This is an optimization exercise on Yosys and OpenROAD, whose aim is small area and a short achievable clock period, not a production implementation.
The RTL was checked by simulation tests, not by an equivalence proof against the original design.

==> job 2077 <==
## jt1942_objpxl_buf
module jt1942_objpxl_buf
#(
    parameter int            AW     = jt1942_obj_pkg::OBJ_AW,
    parameter int            DW     = jt1942_obj_pkg::OBJ_DW,
    parameter logic [DW-1:0] TRANSP = jt1942_obj_pkg::OBJ_TRANSP
) (
    input  logic          clk,
    input  logic          rst,
    input  logic          cen6,
    input  logic          flip,
    input  logic [8:0]    H,
    input  logic          HINIT,
    input  logic          LHBL,
    input  logic [8:0]    posx,
    input  logic [DW-1:0] new_pxl,
    output logic          busy,
    output logic [DW-1:0] obj_pxl
);
make LEC_CHECK=0 CAP_MARGIN=20 CELL_PAD_IN_SITES_DETAIL_PLACEMENT=1 CELL_PAD_IN_SITES_GLOBAL_PLACEMENT=2 CORE_MARGIN=2 CORE_UTILIZATION=55 CTS_BUF_LIST='sky130_fd_sc_hd__clkbuf_4 sky130_fd_sc_hd__clkbuf_8' CTS_CLUSTER_SIZE=16 PLACE_DENSITY=0.64 SETUP_SLACK_MARGIN=2.0 SLEW_MARGIN=20 SYNTH_HIERARCHICAL=1 SYNTH_MINIMUM_KEEP_SIZE=0 TNS_END_PERCENT=10 finish   # period 5.5 ns
run.sh (not shown) runs the stock make flow with config.mk's settings and CLKGATE_MAP_FILE= SYNTH_SCRIPT=/design/flow/synth_recipe.tcl, a recipe that flattens the netlist after the stock synthesis.
==> inputs of job 4776, as changes to job 2077 <==
--- a/flow/design.v
+++ b/flow/design.v
@@ -11,70 +11,49 @@
 #(
     parameter int   AW    = jt1942_obj_pkg::OBJ_AW,
     parameter int   DW    = jt1942_obj_pkg::OBJ_DW,
     parameter logic DRAW0 = 1'b0
 ) (
     input  logic          clk,
     input  logic          rst,
     input  logic          swap,      
-    input  logic          clr,       
-    input  logic [AW-1:0] rd_h,      
-    input  logic          flip,      
+    input  logic [AW-1:0] rd_a,      
     input  logic [AW-1:0] lk_a,      
     output logic [DW-1:0] rd_n,
-    input  logic [AW-1:0] rw_a,      
-    input  logic [AW-1:0] da,        
-    input  logic [DW-1:0] dd,        
-    input  logic          we
+    input  logic          we,
+    input  logic [AW-1:0] wa,
+    input  logic [DW-1:0] wd
 );
     localparam int N  = 2**AW;
     localparam int LW = AW / 2;
     localparam int HW = AW - LW;
     logic [(2**LW)-1:0] r_lo, w_lo_n;
     logic [(2**HW)-1:0] r_hi, w_hi_n;
     logic [DW-1:0]      mem [N];
     logic               draw;      
     logic [AW-1:0]      ra;
     always_ff @(posedge clk or negedge rst) begin
         if (!rst)      draw <= DRAW0;
         else if (swap) draw <= !draw;
     end
-    logic               dw;        
-    logic [AW-1:0]      wa;
-    assign ra = draw ? lk_a : (rd_h ^ {AW{flip}});
-    assign dw = draw && !clr;
-    assign wa = dw ? da : rw_a;
-    logic [DW-1:0]      dd_n;
-    assign dd_n = ~dd;
-    logic [(2**HW)-1:0] w_hi;
-    logic [N-1:0]       wen;
+    assign ra = draw ? lk_a : rd_a;
     always_comb begin
         for (int j = 0; j < 2**LW; j++) begin
-            r_lo[j] = (ra[LW-1:0] == LW'(j));
+            r_lo[j]   = (ra[LW-1:0] == LW'(j));
             w_lo_n[j] = (wa[LW-1:0] != LW'(j));
         end
         for (int g = 0; g < 2**HW; g++) begin
-            r_hi[g] = (ra[AW-1:LW] == HW'(g));
-            w_hi[g] = (wa[AW-1:LW] == HW'(g));
-        end
-    end
-    for (genvar g = 0; g < 2**HW; g++) begin : g_whi
-        jt1942_objpxl_nand2 u (.a (we), .b (w_hi[g]), .y (w_hi_n[g]));
-    end
-    logic [DW-1:0] wd [2**HW];
-    for (genvar g = 0; g < 2**HW; g++) begin : g_wd
-        for (genvar b = 0; b < DW; b++) begin : g_b
-            jt1942_objpxl_nand2 u (.a (dw), .b (dd_n[b]), .y (wd[g][b]));
+            r_hi[g]   = (ra[AW-1:LW] == HW'(g));
+            w_hi_n[g] = !we || (wa[AW-1:LW] != HW'(g));
         end
     end
     for (genvar i = 0; i < N; i++) begin : g_word
-        jt1942_objpxl_nor2 u_wen (.a (w_hi_n[i >> LW]), .b (w_lo_n[i % (2**LW)]), .y (wen[i]));
         always_ff @(posedge clk) begin
-            if (wen[i]) mem[i] <= wd[i >> LW];
+            if (!(w_hi_n[i >> LW] || w_lo_n[i % (2**LW)])) mem[i] <= wd;
         end
     end
     for (genvar b = 0; b < DW; b++) begin : g_bit
         logic [15:0] l3;    
         for (genvar g = 0; g < 16; g++) begin : g_grp
             logic [5:0] l1;     
             logic [1:0] l2;     
             for (genvar p = 0; p < 5; p++) begin : g_l1
@@ -155,34 +134,35 @@
     logic [AW-1:0] rd_a;
     logic [AW-1:0] wr_a;
     logic          wr_ok;
     logic          unused_h8;
     logic          pend_req;
     logic          pend_bank;
     logic          pend_ok;
     logic          pend_fwd;
-    logic          cr [2];     
     logic [DW-1:0] pend_rd_n [2];
     logic [AW-1:0] pend_a;
     logic [DW-1:0] pend_d;
     logic          q_valid;
     logic          q_bank;
     logic [AW-1:0] q_a;
     logic [DW-1:0] q_d;
     logic          quirk;
     logic          commit;
     logic          flush;
     logic          q_hit;
-    logic [AW-1:0] da;          
-    logic [DW-1:0] dd;          
-    logic [AW-1:0] rw_a;        
+    logic [AW-1:0] d_a;         
+    logic [DW-1:0] d_d;         
     logic          d_fwd;
     logic [DW-1:0] b_rd_n [2];
+    logic          b_clr  [2];
     logic          b_we   [2];
+    logic [AW-1:0] b_wa   [2];
+    logic [DW-1:0] b_wd   [2];
     assign rd_a      = H[AW-1:0] ^ {AW{flip}};
     assign wr_a      = posx[AW-1:0];
     assign wr_ok     = !posx[8] && (new_pxl != TRANSP);
     assign run_cen   = (state == jt1942_obj_pkg::RUN) && cen6;
     assign unused_h8 = H[8];
     assign busy      = (state == jt1942_obj_pkg::CLR);
     always_ff @(posedge clk or negedge rst) begin
         if (!rst) state <= jt1942_obj_pkg::CLR;
@@ -192,28 +172,33 @@
         if (!rst)                              clr_a <= '0;
         else if (state == jt1942_obj_pkg::CLR) clr_a <= clr_a + 1'b1;
     end
     assign pend_ok = !pend_fwd && ((pend_bank ? pend_rd_n[1] : pend_rd_n[0]) == '0);
     assign quirk  = pend_req && pend_ok && (pend_bank != wsel);
     assign commit = pend_req && pend_ok && (pend_bank == wsel);
     assign flush  = q_valid && (q_bank == wsel);
     assign q_hit  = q_valid && (q_bank != wsel) && (q_a == rd_a);
-    assign d_fwd  = (commit || flush) && (da == wr_a);
-    assign rw_a   = (state == jt1942_obj_pkg::CLR) ? clr_a : rd_a;
+    assign d_a    = commit ? pend_a : q_a;
+    assign d_d    = commit ? pend_d : q_d;
+    assign d_fwd  = (commit || flush) && (d_a == wr_a);
     always_comb begin
         for (int k = 0; k < 2; k++) begin
+            b_clr[k] = (state == jt1942_obj_pkg::CLR) || (wsel != 1'(k));
             if (state == jt1942_obj_pkg::CLR) begin
                 b_we[k] = 1'b1;
+                b_wa[k] = clr_a;
             end else if (wsel != 1'(k)) begin
                 b_we[k] = cen6;
+                b_wa[k] = rd_a;
             end else begin
-                b_we[k] = cen6 && ((q_valid && q_bank == 1'(k)) ||
-                                   (cr[k] && pend_rd_n[k] == '0));
+                b_we[k] = cen6 && (commit || flush);
+                b_wa[k] = d_a;
             end
+            b_wd[k] = d_d | {DW{b_clr[k]}};
         end
     end
     logic          rs0_n, rs1_n;    
     logic [DW-1:0] px_keep;         
     logic [DW-1:0] obj_pxl_d;
     assign rs0_n   = !(run_cen && LHBL && !q_hit && wsel);
     assign rs1_n   = !(run_cen && LHBL && !q_hit && !wsel);
     assign px_keep = run_cen ? ((!LHBL) ? TRANSP : q_hit ? q_d : '0) : obj_pxl;
@@ -225,57 +210,48 @@
             .y  (obj_pxl_d[b])
         );
     end
     for (genvar g = 0; g < 2; g++) begin : g_bank
         jt1942_objpxl_ram #(.AW(AW), .DW(DW), .DRAW0(g == 0)) u_ram (
             .clk  (clk),
             .rst  (rst),
             .swap (run_cen && HINIT),
-            .clr  (state == jt1942_obj_pkg::CLR),
-            .rd_h (H[AW-1:0]),
-            .flip (flip),
+            .rd_a (rd_a),
             .lk_a (wr_a),
-            .rw_a (rw_a),
-            .da   (da),
-            .dd   (dd),
             .rd_n (b_rd_n[g]),
-            .we   (b_we[g])
+            .we  (b_we[g]),
+            .wa  (b_wa[g]),
+            .wd  (b_wd[g])
         );
     end
     always_ff @(posedge clk or negedge rst) begin
         if (!rst) obj_pxl <= TRANSP;
         else      obj_pxl <= obj_pxl_d;
     end
     always_ff @(posedge clk or negedge rst) begin
         if (!rst) begin
             wsel     <= 1'b0;
             pend_req <= 1'b0;
             q_valid  <= 1'b0;
-            cr[0]    <= 1'b0;
-            cr[1]    <= 1'b0;
         end else if (run_cen) begin
             if (HINIT) wsel <= ~wsel;
-            cr[0]    <= wr_ok && !wsel && !HINIT && !d_fwd;
-            cr[1]    <= wr_ok && wsel && !HINIT && !d_fwd;
             pend_req <= wr_ok;
             if (quirk)               q_valid <= 1'b1;
             else if (q_hit || flush) q_valid <= 1'b0;
         end
     end
     always_ff @(posedge clk) begin
         if (run_cen) begin
             pend_bank <= wsel;
             pend_fwd  <= d_fwd;
             pend_rd_n[0] <= b_rd_n[0];
             pend_rd_n[1] <= b_rd_n[1];
             pend_a    <= wr_a;
             pend_d    <= new_pxl;
-            da        <= !HINIT ? wr_a    : quirk ? pend_a : q_a;
-            dd        <= !HINIT ? new_pxl : quirk ? pend_d : q_d;
             if (quirk) begin
                 q_bank <= pend_bank;
                 q_a    <= pend_a;
                 q_d    <= pend_d;
             end
         end
     end
 endmodule
==> flow/config.mk (replaced) <==
export PLATFORM = sky130hd
export DESIGN_NAME = jt1942_objpxl_buf
export DESIGN_NICKNAME = jt1942_objpxl_buf
export VERILOG_FILES = /design/flow/design.v
export SDC_FILE = /design/flow/constraint.sdc
export NUM_CORES = 4
export LEC_CHECK = 0
export CAP_MARGIN = 20
export CELL_PAD_IN_SITES_DETAIL_PLACEMENT = 1
export CELL_PAD_IN_SITES_GLOBAL_PLACEMENT = 2
export CORE_MARGIN = 2
export CORE_UTILIZATION = 50
export CTS_BUF_LIST = sky130_fd_sc_hd__clkbuf_4 sky130_fd_sc_hd__clkbuf_8
export CTS_CLUSTER_SIZE = 16
export PLACE_DENSITY = 0.6
export SETUP_SLACK_MARGIN = 1.5
export SLEW_MARGIN = 20
export SYNTH_HIERARCHICAL = 1
export SYNTH_MINIMUM_KEEP_SIZE = 0
export TNS_END_PERCENT = 10
==> inputs of job 9386, as changes to job 2077 <==
--- a/flow/design.v
+++ b/flow/design.v
@@ -11,70 +11,55 @@
 #(
     parameter int   AW    = jt1942_obj_pkg::OBJ_AW,
     parameter int   DW    = jt1942_obj_pkg::OBJ_DW,
     parameter logic DRAW0 = 1'b0
 ) (
     input  logic          clk,
     input  logic          rst,
     input  logic          swap,      
-    input  logic          clr,       
-    input  logic [AW-1:0] rd_h,      
-    input  logic          flip,      
+    input  logic [AW-1:0] rd_a,      
     input  logic [AW-1:0] lk_a,      
     output logic [DW-1:0] rd_n,
-    input  logic [AW-1:0] rw_a,      
-    input  logic [AW-1:0] da,        
-    input  logic [DW-1:0] dd,        
-    input  logic          we
+    input  logic          we,
+    input  logic [AW-1:0] wa,
+    input  logic [DW-1:0] wd
 );
     localparam int N  = 2**AW;
     localparam int LW = AW / 2;
     localparam int HW = AW - LW;
     logic [(2**LW)-1:0] r_lo, w_lo_n;
     logic [(2**HW)-1:0] r_hi, w_hi_n;
     logic [DW-1:0]      mem [N];
     logic               draw;      
     logic [AW-1:0]      ra;
     always_ff @(posedge clk or negedge rst) begin
         if (!rst)      draw <= DRAW0;
         else if (swap) draw <= !draw;
     end
-    logic               dw;        
-    logic [AW-1:0]      wa;
-    assign ra = draw ? lk_a : (rd_h ^ {AW{flip}});
-    assign dw = draw && !clr;
-    assign wa = dw ? da : rw_a;
-    logic [DW-1:0]      dd_n;
-    assign dd_n = ~dd;
+    assign ra = draw ? lk_a : rd_a;
     logic [(2**HW)-1:0] w_hi;
     logic [N-1:0]       wen;
     always_comb begin
         for (int j = 0; j < 2**LW; j++) begin
             r_lo[j] = (ra[LW-1:0] == LW'(j));
             w_lo_n[j] = (wa[LW-1:0] != LW'(j));
         end
         for (int g = 0; g < 2**HW; g++) begin
             r_hi[g] = (ra[AW-1:LW] == HW'(g));
             w_hi[g] = (wa[AW-1:LW] == HW'(g));
         end
     end
     for (genvar g = 0; g < 2**HW; g++) begin : g_whi
         jt1942_objpxl_nand2 u (.a (we), .b (w_hi[g]), .y (w_hi_n[g]));
     end
-    logic [DW-1:0] wd [2**HW];
-    for (genvar g = 0; g < 2**HW; g++) begin : g_wd
-        for (genvar b = 0; b < DW; b++) begin : g_b
-            jt1942_objpxl_nand2 u (.a (dw), .b (dd_n[b]), .y (wd[g][b]));
-        end
-    end
     for (genvar i = 0; i < N; i++) begin : g_word
         jt1942_objpxl_nor2 u_wen (.a (w_hi_n[i >> LW]), .b (w_lo_n[i % (2**LW)]), .y (wen[i]));
         always_ff @(posedge clk) begin
-            if (wen[i]) mem[i] <= wd[i >> LW];
+            if (wen[i]) mem[i] <= wd;
         end
     end
     for (genvar b = 0; b < DW; b++) begin : g_bit
         logic [15:0] l3;    
         for (genvar g = 0; g < 16; g++) begin : g_grp
             logic [5:0] l1;     
             logic [1:0] l2;     
             for (genvar p = 0; p < 5; p++) begin : g_l1
@@ -167,22 +152,24 @@
     logic          q_valid;
     logic          q_bank;
     logic [AW-1:0] q_a;
     logic [DW-1:0] q_d;
     logic          quirk;
     logic          commit;
     logic          flush;
     logic          q_hit;
-    logic [AW-1:0] da;          
-    logic [DW-1:0] dd;          
-    logic [AW-1:0] rw_a;        
+    logic [AW-1:0] d_a;         
+    logic [DW-1:0] d_d;         
     logic          d_fwd;
     logic [DW-1:0] b_rd_n [2];
+    logic          b_clr  [2];
     logic          b_we   [2];
+    logic [AW-1:0] b_wa   [2];
+    logic [DW-1:0] b_wd   [2];
     assign rd_a      = H[AW-1:0] ^ {AW{flip}};
     assign wr_a      = posx[AW-1:0];
     assign wr_ok     = !posx[8] && (new_pxl != TRANSP);
     assign run_cen   = (state == jt1942_obj_pkg::RUN) && cen6;
     assign unused_h8 = H[8];
     assign busy      = (state == jt1942_obj_pkg::CLR);
     always_ff @(posedge clk or negedge rst) begin
         if (!rst) state <= jt1942_obj_pkg::CLR;
@@ -192,28 +179,34 @@
         if (!rst)                              clr_a <= '0;
         else if (state == jt1942_obj_pkg::CLR) clr_a <= clr_a + 1'b1;
     end
     assign pend_ok = !pend_fwd && ((pend_bank ? pend_rd_n[1] : pend_rd_n[0]) == '0);
     assign quirk  = pend_req && pend_ok && (pend_bank != wsel);
     assign commit = pend_req && pend_ok && (pend_bank == wsel);
     assign flush  = q_valid && (q_bank == wsel);
     assign q_hit  = q_valid && (q_bank != wsel) && (q_a == rd_a);
-    assign d_fwd  = (commit || flush) && (da == wr_a);
-    assign rw_a   = (state == jt1942_obj_pkg::CLR) ? clr_a : rd_a;
+    assign d_a    = (pend_bank == wsel) ? pend_a : q_a;
+    assign d_d    = (pend_bank == wsel) ? pend_d : q_d;
+    assign d_fwd  = (commit || flush) && (d_a == wr_a);
     always_comb begin
         for (int k = 0; k < 2; k++) begin
+            b_clr[k] = (state == jt1942_obj_pkg::CLR) || (wsel != 1'(k));
             if (state == jt1942_obj_pkg::CLR) begin
                 b_we[k] = 1'b1;
+                b_wa[k] = clr_a;
             end else if (wsel != 1'(k)) begin
                 b_we[k] = cen6;
+                b_wa[k] = rd_a;
             end else begin
                 b_we[k] = cen6 && ((q_valid && q_bank == 1'(k)) ||
                                    (cr[k] && pend_rd_n[k] == '0));
+                b_wa[k] = d_a;
             end
+            b_wd[k] = d_d | {DW{b_clr[k]}};
         end
     end
     logic          rs0_n, rs1_n;    
     logic [DW-1:0] px_keep;         
     logic [DW-1:0] obj_pxl_d;
     assign rs0_n   = !(run_cen && LHBL && !q_hit && wsel);
     assign rs1_n   = !(run_cen && LHBL && !q_hit && !wsel);
     assign px_keep = run_cen ? ((!LHBL) ? TRANSP : q_hit ? q_d : '0) : obj_pxl;
@@ -225,25 +218,22 @@
             .y  (obj_pxl_d[b])
         );
     end
     for (genvar g = 0; g < 2; g++) begin : g_bank
         jt1942_objpxl_ram #(.AW(AW), .DW(DW), .DRAW0(g == 0)) u_ram (
             .clk  (clk),
             .rst  (rst),
             .swap (run_cen && HINIT),
-            .clr  (state == jt1942_obj_pkg::CLR),
-            .rd_h (H[AW-1:0]),
-            .flip (flip),
+            .rd_a (rd_a),
             .lk_a (wr_a),
-            .rw_a (rw_a),
-            .da   (da),
-            .dd   (dd),
             .rd_n (b_rd_n[g]),
-            .we   (b_we[g])
+            .we  (b_we[g]),
+            .wa  (b_wa[g]),
+            .wd  (b_wd[g])
         );
     end
     always_ff @(posedge clk or negedge rst) begin
         if (!rst) obj_pxl <= TRANSP;
         else      obj_pxl <= obj_pxl_d;
     end
     always_ff @(posedge clk or negedge rst) begin
         if (!rst) begin
@@ -264,18 +254,16 @@
     always_ff @(posedge clk) begin
         if (run_cen) begin
             pend_bank <= wsel;
             pend_fwd  <= d_fwd;
             pend_rd_n[0] <= b_rd_n[0];
             pend_rd_n[1] <= b_rd_n[1];
             pend_a    <= wr_a;
             pend_d    <= new_pxl;
-            da        <= !HINIT ? wr_a    : quirk ? pend_a : q_a;
-            dd        <= !HINIT ? new_pxl : quirk ? pend_d : q_d;
             if (quirk) begin
                 q_bank <= pend_bank;
                 q_a    <= pend_a;
                 q_d    <= pend_d;
             end
         end
     end
 endmodule
==> flow/config.mk (replaced) <==
export PLATFORM = sky130hd
export DESIGN_NAME = jt1942_objpxl_buf
export DESIGN_NICKNAME = jt1942_objpxl_buf
export VERILOG_FILES = /design/flow/design.v
export SDC_FILE = /design/flow/constraint.sdc
export NUM_CORES = 4
export LEC_CHECK = 0
export CAP_MARGIN = 20
export CELL_PAD_IN_SITES_DETAIL_PLACEMENT = 1
export CELL_PAD_IN_SITES_GLOBAL_PLACEMENT = 2
export CORE_MARGIN = 2
export CORE_UTILIZATION = 60
export CTS_BUF_LIST = sky130_fd_sc_hd__clkbuf_4 sky130_fd_sc_hd__clkbuf_8
export CTS_CLUSTER_DIAMETER = 80
export CTS_CLUSTER_SIZE = 14
export PLACE_DENSITY = 0.68
export SETUP_SLACK_MARGIN = 2.0
export SLEW_MARGIN = 20
export SYNTH_HIERARCHICAL = 1
export SYNTH_MINIMUM_KEEP_SIZE = 0
export TNS_END_PERCENT = 10
==> inputs of job 8715, as changes to job 2077 <==
--- a/flow/design.v
+++ b/flow/design.v
@@ -11,70 +11,55 @@
 #(
     parameter int   AW    = jt1942_obj_pkg::OBJ_AW,
     parameter int   DW    = jt1942_obj_pkg::OBJ_DW,
     parameter logic DRAW0 = 1'b0
 ) (
     input  logic          clk,
     input  logic          rst,
     input  logic          swap,      
-    input  logic          clr,       
-    input  logic [AW-1:0] rd_h,      
-    input  logic          flip,      
+    input  logic [AW-1:0] rd_a,      
     input  logic [AW-1:0] lk_a,      
     output logic [DW-1:0] rd_n,
-    input  logic [AW-1:0] rw_a,      
-    input  logic [AW-1:0] da,        
-    input  logic [DW-1:0] dd,        
-    input  logic          we
+    input  logic          we,
+    input  logic [AW-1:0] wa,
+    input  logic [DW-1:0] wd
 );
     localparam int N  = 2**AW;
     localparam int LW = AW / 2;
     localparam int HW = AW - LW;
     logic [(2**LW)-1:0] r_lo, w_lo_n;
     logic [(2**HW)-1:0] r_hi, w_hi_n;
     logic [DW-1:0]      mem [N];
     logic               draw;      
     logic [AW-1:0]      ra;
     always_ff @(posedge clk or negedge rst) begin
         if (!rst)      draw <= DRAW0;
         else if (swap) draw <= !draw;
     end
-    logic               dw;        
-    logic [AW-1:0]      wa;
-    assign ra = draw ? lk_a : (rd_h ^ {AW{flip}});
-    assign dw = draw && !clr;
-    assign wa = dw ? da : rw_a;
-    logic [DW-1:0]      dd_n;
-    assign dd_n = ~dd;
+    assign ra = draw ? lk_a : rd_a;
     logic [(2**HW)-1:0] w_hi;
     logic [N-1:0]       wen;
     always_comb begin
         for (int j = 0; j < 2**LW; j++) begin
             r_lo[j] = (ra[LW-1:0] == LW'(j));
             w_lo_n[j] = (wa[LW-1:0] != LW'(j));
         end
         for (int g = 0; g < 2**HW; g++) begin
             r_hi[g] = (ra[AW-1:LW] == HW'(g));
             w_hi[g] = (wa[AW-1:LW] == HW'(g));
         end
     end
     for (genvar g = 0; g < 2**HW; g++) begin : g_whi
         jt1942_objpxl_nand2 u (.a (we), .b (w_hi[g]), .y (w_hi_n[g]));
     end
-    logic [DW-1:0] wd [2**HW];
-    for (genvar g = 0; g < 2**HW; g++) begin : g_wd
-        for (genvar b = 0; b < DW; b++) begin : g_b
-            jt1942_objpxl_nand2 u (.a (dw), .b (dd_n[b]), .y (wd[g][b]));
-        end
-    end
     for (genvar i = 0; i < N; i++) begin : g_word
         jt1942_objpxl_nor2 u_wen (.a (w_hi_n[i >> LW]), .b (w_lo_n[i % (2**LW)]), .y (wen[i]));
         always_ff @(posedge clk) begin
-            if (wen[i]) mem[i] <= wd[i >> LW];
+            if (wen[i]) mem[i] <= wd;
         end
     end
     for (genvar b = 0; b < DW; b++) begin : g_bit
         logic [15:0] l3;    
         for (genvar g = 0; g < 16; g++) begin : g_grp
             logic [5:0] l1;     
             logic [1:0] l2;     
             for (genvar p = 0; p < 5; p++) begin : g_l1
@@ -167,22 +152,24 @@
     logic          q_valid;
     logic          q_bank;
     logic [AW-1:0] q_a;
     logic [DW-1:0] q_d;
     logic          quirk;
     logic          commit;
     logic          flush;
     logic          q_hit;
-    logic [AW-1:0] da;          
-    logic [DW-1:0] dd;          
-    logic [AW-1:0] rw_a;        
+    logic [AW-1:0] d_a;         
+    logic [DW-1:0] d_d;         
     logic          d_fwd;
     logic [DW-1:0] b_rd_n [2];
+    logic          b_clr  [2];
     logic          b_we   [2];
+    logic [AW-1:0] b_wa   [2];
+    logic [DW-1:0] b_wd   [2];
     assign rd_a      = H[AW-1:0] ^ {AW{flip}};
     assign wr_a      = posx[AW-1:0];
     assign wr_ok     = !posx[8] && (new_pxl != TRANSP);
     assign run_cen   = (state == jt1942_obj_pkg::RUN) && cen6;
     assign unused_h8 = H[8];
     assign busy      = (state == jt1942_obj_pkg::CLR);
     always_ff @(posedge clk or negedge rst) begin
         if (!rst) state <= jt1942_obj_pkg::CLR;
@@ -192,28 +179,34 @@
         if (!rst)                              clr_a <= '0;
         else if (state == jt1942_obj_pkg::CLR) clr_a <= clr_a + 1'b1;
     end
     assign pend_ok = !pend_fwd && ((pend_bank ? pend_rd_n[1] : pend_rd_n[0]) == '0);
     assign quirk  = pend_req && pend_ok && (pend_bank != wsel);
     assign commit = pend_req && pend_ok && (pend_bank == wsel);
     assign flush  = q_valid && (q_bank == wsel);
     assign q_hit  = q_valid && (q_bank != wsel) && (q_a == rd_a);
-    assign d_fwd  = (commit || flush) && (da == wr_a);
-    assign rw_a   = (state == jt1942_obj_pkg::CLR) ? clr_a : rd_a;
+    assign d_a    = (pend_bank == wsel) ? pend_a : q_a;
+    assign d_d    = (pend_bank == wsel) ? pend_d : q_d;
+    assign d_fwd  = (commit || flush) && (d_a == wr_a);
     always_comb begin
         for (int k = 0; k < 2; k++) begin
+            b_clr[k] = (state == jt1942_obj_pkg::CLR) || (wsel != 1'(k));
             if (state == jt1942_obj_pkg::CLR) begin
                 b_we[k] = 1'b1;
+                b_wa[k] = clr_a;
             end else if (wsel != 1'(k)) begin
                 b_we[k] = cen6;
+                b_wa[k] = rd_a;
             end else begin
                 b_we[k] = cen6 && ((q_valid && q_bank == 1'(k)) ||
                                    (cr[k] && pend_rd_n[k] == '0));
+                b_wa[k] = d_a;
             end
+            b_wd[k] = d_d | {DW{b_clr[k]}};
         end
     end
     logic          rs0_n, rs1_n;    
     logic [DW-1:0] px_keep;         
     logic [DW-1:0] obj_pxl_d;
     assign rs0_n   = !(run_cen && LHBL && !q_hit && wsel);
     assign rs1_n   = !(run_cen && LHBL && !q_hit && !wsel);
     assign px_keep = run_cen ? ((!LHBL) ? TRANSP : q_hit ? q_d : '0) : obj_pxl;
@@ -225,25 +218,22 @@
             .y  (obj_pxl_d[b])
         );
     end
     for (genvar g = 0; g < 2; g++) begin : g_bank
         jt1942_objpxl_ram #(.AW(AW), .DW(DW), .DRAW0(g == 0)) u_ram (
             .clk  (clk),
             .rst  (rst),
             .swap (run_cen && HINIT),
-            .clr  (state == jt1942_obj_pkg::CLR),
-            .rd_h (H[AW-1:0]),
-            .flip (flip),
+            .rd_a (rd_a),
             .lk_a (wr_a),
-            .rw_a (rw_a),
-            .da   (da),
-            .dd   (dd),
             .rd_n (b_rd_n[g]),
-            .we   (b_we[g])
+            .we  (b_we[g]),
+            .wa  (b_wa[g]),
+            .wd  (b_wd[g])
         );
     end
     always_ff @(posedge clk or negedge rst) begin
         if (!rst) obj_pxl <= TRANSP;
         else      obj_pxl <= obj_pxl_d;
     end
     always_ff @(posedge clk or negedge rst) begin
         if (!rst) begin
@@ -264,18 +254,16 @@
     always_ff @(posedge clk) begin
         if (run_cen) begin
             pend_bank <= wsel;
             pend_fwd  <= d_fwd;
             pend_rd_n[0] <= b_rd_n[0];
             pend_rd_n[1] <= b_rd_n[1];
             pend_a    <= wr_a;
             pend_d    <= new_pxl;
-            da        <= !HINIT ? wr_a    : quirk ? pend_a : q_a;
-            dd        <= !HINIT ? new_pxl : quirk ? pend_d : q_d;
             if (quirk) begin
                 q_bank <= pend_bank;
                 q_a    <= pend_a;
                 q_d    <= pend_d;
             end
         end
     end
 endmodule
==> flow/config.mk (replaced) <==
export PLATFORM = sky130hd
export DESIGN_NAME = jt1942_objpxl_buf
export DESIGN_NICKNAME = jt1942_objpxl_buf
export VERILOG_FILES = /design/flow/design.v
export SDC_FILE = /design/flow/constraint.sdc
export NUM_CORES = 4
export LEC_CHECK = 0
export CAP_MARGIN = 20
export CELL_PAD_IN_SITES_DETAIL_PLACEMENT = 1
export CELL_PAD_IN_SITES_GLOBAL_PLACEMENT = 1
export CORE_MARGIN = 2
export CORE_UTILIZATION = 60
export CTS_BUF_LIST = sky130_fd_sc_hd__clkbuf_4 sky130_fd_sc_hd__clkbuf_8
export CTS_CLUSTER_DIAMETER = 80
export CTS_CLUSTER_SIZE = 14
export PLACE_DENSITY = 0.68
export SETUP_SLACK_MARGIN = 2.6
export SLEW_MARGIN = 20
export SYNTH_HIERARCHICAL = 1
export SYNTH_MINIMUM_KEEP_SIZE = 0
export TNS_END_PERCENT = 10
==> results.json <==
{
  "cts.repair.resized": 57,
  "antenna_found_initial": 6,
  "cp_slowest_stage_delay_ns": 0.87,
  "outcome": "timing/DRC/antenna clean",
  "routedWlPerCell_um": 33.5,
  "nNetsFinal": 4802,
  "met2_usage_pct": 50.1,
  "dr_wl_met3_um": 15900,
  "synth_cell_types": 52,
  "grt_pass1_vias": 48500,
  "final_cell_mix": "edfxtp_1, a222oi_1, nor3_1, clkbuf_8, nand3_1",
  "power.leakage_nw": 20.9,
  "clk_pin_slew_worst_paths_ns": 0.06
}
the above is filed under job 4776

==> results.json <==
{
  "final_cell_mix": "edfxtp_1, a222oi_1, nor2_1, clkbuf_8, nand2_1",
  "cp-start-kind": "flip-flop",
  "power.leakage_nw": 22.2,
  "nNetsFinal": 5223,
  "cp_slowest_stage_delay_ns": 0.61,
  "antenna_found_initial": 14,
  "routedWlPerCell_um": 35.5,
  "design.seq.count": 2115,
  "outcome": "timing/DRC/antenna clean",
  "clk_pin_slew_worst_paths_ns": 0.07,
  "synth_cell_types": 60,
  "grt_pass1_vias": 51100
}
the above is filed under job 2077

==> results.json <==
{
  "cp_slowest_stage_delay_ns": 0.57,
  "cts.repair.resized": 429,
  "clk_pin_slew_worst_paths_ns": 0.10,
  "routedWlPerCell_um": 37.9,
  "dr_wl_met3_um": 23600,
  "final_cell_mix": "edfxtp_1, a222oi_1, nor2_1, nand3_1, clkbuf_8",
  "synth_cell_types": 53,
  "grt_pass1_vias": 48600,
  "outcome": "timing/DRC/antenna clean"
}
the above is filed under job 8715

==> results.json <==
{
  "cp_slowest_stage_delay_ns": 0.59,
  "met2_usage_pct": 52.9,
  "dr_wl_met3_um": 30000,
  "relSlewSlack_pct": 31.8,
  "power.leakage_nw": 19.4,
  "final_cell_mix": "edfxtp_1, a222oi_1, nor2_1, nand3_1, nand2_1",
  "cts.repair.resized": 43,
  "grt_pass1_vias": 47500,
  "synth_cell_types": 53,
  "outcome": "timing/DRC/antenna clean",
  "antenna_found_initial": 17
}
the above is filed under job 9386

[static timing again, ports no longer ideal]
Ports are ideal in the flow. The routed layouts listed here were re-timed in OpenROAD. Step 1 (the two cells are an assumption about what drives the block):
set clk [get_ports {clk}]
set_driving_cell -lib_cell sky130_fd_sc_hd__clkbuf_16 $clk
set_driving_cell -lib_cell sky130_fd_sc_hd__buf_2 [delete_from_list [all_inputs] $clk]
Step 2 times the ports against the registers' clock, not the clock port: input delays grow and output delays shrink by t, the midpoint of the rising clock arrivals with the driver on. a / b / c = ideal ports / drivers / drivers and shift; a / b = the first two.
run | t (ns) | slack for setup (ns) | worst setup path at the end | latest minus earliest clock arrival (ns)
job 2077 | 1.091 | 1.638 / 1.638 / 0.640 | input to register | 0.086 / 0.085
job 4776 | 1.058 | 1.387 / 1.327 / 0.270 | input to register | 0.076 / 0.077
job 9386 | 1.000 | 1.785 / 1.744 / 0.826 | input to register | 0.039 / 0.039
job 8715 | 1.006 | 1.690 / 1.737 / 0.732 | input to register | 0.047 / 0.047
After both steps setup and hold are still met in every run listed. The setup slack of job 4776, which loses most, moves by -0.060 ns with the drivers and by -1.117 ns with both steps.
